From an optimization exercise on the open Yosys and OpenROAD flow, aimed at a short achievable clock period and few clock cycles per item; shortcuts taken in it are not production practice. At most, simulation tests tie the RTL to the original design; equivalence was not proved. No activity file was given, so power comes from the tool's default toggle rates.

== west ==
==> flow/design.v (excerpt) <==
module spk_out (
    input  wire                     clk,
    input  wire                     rst_n,
    input  wire                     soma_fire,
    input  spk_out_pkg::neuron_id_t neuron_id,
    input  wire                     config_we,
    input  spk_out_pkg::flit_t      config_flit,
    output logic                    config_full,
    input  wire                     credit_in,
    output logic                    flit_out_wr,
    output spk_out_pkg::flit_t      flit_out,
    input  wire                     dst_we,
    input  spk_out_pkg::dst_addr_t  dst_waddr,
    input  spk_out_pkg::route_t     dst_wdata,
    input  wire                     dst_re,
    input  spk_out_pkg::dst_addr_t  dst_raddr,
    output spk_out_pkg::route_t     dst_rdata
);
make LEC_CHECK=0 ABC_CLOCK_PERIOD_IN_PS=1500 CAP_MARGIN=20 CORE_MARGIN=2 CORE_UTILIZATION=40 SETUP_SLACK_MARGIN=2.5 SLEW_MARGIN=20 finish   # period 4.0 ns
run.sh (not shown) runs the stock make flow with config.mk's settings and CLKGATE_MAP_FILE= SYNTH_SCRIPT=/design/flow/synth_recipe.tcl, a recipe that flattens the netlist after the stock synthesis.
Inputs modified between west and middle:
Settings: CORE_UTILIZATION now 55, was 40.
### Flow results
[compare] base=west new=middle: switching fraction of total power moved up; placeable core region moved down; sequential element share of the synthesized area level; cell area moved up; power after layout level.
Compared to west, the routing of middle uses more wire.
Function was not checked in any run of this note: the RTL went through the layout flow alone.

## build 21
Another version of the RTL of spk_out (not shown whole).
Size: ~1,700 cells after synthesis, ~680 flip-flops, about 200 I/O pins, ~28,000 um^2 of cells after synthesis.
Settings: LEC_CHECK=0, ABC_CLOCK_PERIOD_IN_PS=1500, CAP_MARGIN=20, CORE_MARGIN=2, CORE_UTILIZATION=40, SETUP_SLACK_MARGIN=2.5, SLEW_MARGIN=20; clock period 4.0 ns.
Testbench counts of build 21, summed over its fixed seeds: cycles 4,111, flits 4,071.
> inputs changed (build 21 -> build 53)
diff --git a/flow/config.mk b/flow/config.mk
--- a/flow/config.mk
+++ b/flow/config.mk
@@ -10,4 +10,4 @@
 export CORE_MARGIN = 2
-export CORE_UTILIZATION = 40
-export SETUP_SLACK_MARGIN = 2.5
+export CORE_UTILIZATION = 50
+export SETUP_SLACK_MARGIN = 2.3
 export SLEW_MARGIN = 20
Results
Compared with build 21, build 53 instantiates a smaller number of standard cells.
[diff] post-detailed-routing wire length, build 53 relative to build 21: improvement
The area taken by multi-input logic gates of build 53 is lower than that of build 21.
Build 53 vs. build 21: average wire per standard cell went up by 1.5%.
Going from build 21 to build 53, the die area was shrunk.
Build 21 vs build 53, class of the most critical hold timing path: in2reg vs in2async
Setup changes, build 53 to build 67
diff --git a/flow/config.mk b/flow/config.mk
--- a/flow/config.mk
+++ b/flow/config.mk
@@ -10,3 +10,3 @@
 export CORE_MARGIN = 2
-export CORE_UTILIZATION = 50
+export CORE_UTILIZATION = 60
 export SETUP_SLACK_MARGIN = 2.3
### Flow results
- On met3 wire length: between build 67 and build 53, it ends up higher for build 67.
- As of build 67, vias after detailed routing had risen by a few percent compared to build 53.
- Overall power consumption, build 67 and build 53, lower one = build 67.
- Compare build 67 and build 53 | clock power lower: build 67

== old ==
Another version of the RTL of spk_out (not shown whole).
For scale: roughly 3400 cells after synthesis, roughly 1400 flip-flops, about 57000 um2 of cells after synthesis.
make LEC_CHECK=0 CAP_MARGIN=20 CORE_MARGIN=2 CORE_UTILIZATION=40 SETUP_SLACK_MARGIN=1.5 SLEW_MARGIN=20 finish   # period 4.0 ns
old: no failed stages, no open violations at the end
Testbench counts of old, summed over its fixed seeds: cycles 4,191, flits 4,071.
For new, these inputs were changed with respect to old:
- setting ABC_CLOCK_PERIOD_IN_PS to 1500 for the first time
- changing SETUP_SLACK_MARGIN from 1.5 to 2.5
--- outcome ---
A main power-consuming group of combinational cells is what new shows, while sequential cells belongs to old.
Looking at post-CTS setup-driven buffer insertion count, new sits above old.
Looking only at worst hold slack after final layout, and setting everything else aside, the higher value of new and old goes to old.
new vs. old: clock period minus final worst setup slack went up by 0.0066 ns.
new gives more count of placed standard cells in the final layout, fillers left out than old did.
new vs old, via count went up by 6243.
new: worst ir drop on vdd is about 9% higher than what old reported.
Compared with old, in new total track usage went up by 6.1 points; data arrival time of the worst path went up by 0.21 ns.

==> separate check: timing with driven ports <==
How much do the figures lean on ideal ports? The routed layouts below were timed once more, with nothing changed but the port constraints.
Step 1 assumes that a clkbuf_16 drives the clock port and a buf_2 every other input.
Step 2, shift: input delay + t, output delay - t, t = (earliest + latest rising clock arrival at the registers) / 2. This alone moves slack from input paths to output paths.
a / b / c = no drivers / after step 1 / after step 2; a / b = the first two.
run	shift t [ns]	setup WS [ns]	worst hold slack (ns)	worst setup path after step 2	latest minus earliest clock arrival (ns)
west	0.686	1.918 / 1.918 / 1.338	0.355 / 0.325 / 0.461	input to register	0.029 / 0.029
middle	0.682	1.895 / 1.895 / 1.339	0.344 / 0.308 / 0.469	input to register	0.032 / 0.032
build 21	0.672	1.988 / 1.988 / 1.333	0.330 / 0.314 / 0.461	input to register	0.032 / 0.033
build 53	0.666	2.070 / 2.008 / 1.430	0.148 / 0.109 / 0.469	input to register	0.024 / 0.024
build 67	0.653	2.053 / 1.993 / 1.516	0.292 / 0.258 / 0.454	input to register	0.032 / 0.032
old	0.838	1.312 / 1.312 / 0.895	0.093 / 0.113 / 0.414	input to register	0.055 / 0.055
new	0.895	1.306 / 1.306 / 1.306	0.070 / 0.081 / 0.416	register to register	0.037 / 0.037
After both steps setup and hold are still met in every run listed. The setup slack of build 21, which loses most, moves by 0.000 ns with the drivers and by -0.655 ns with both steps.
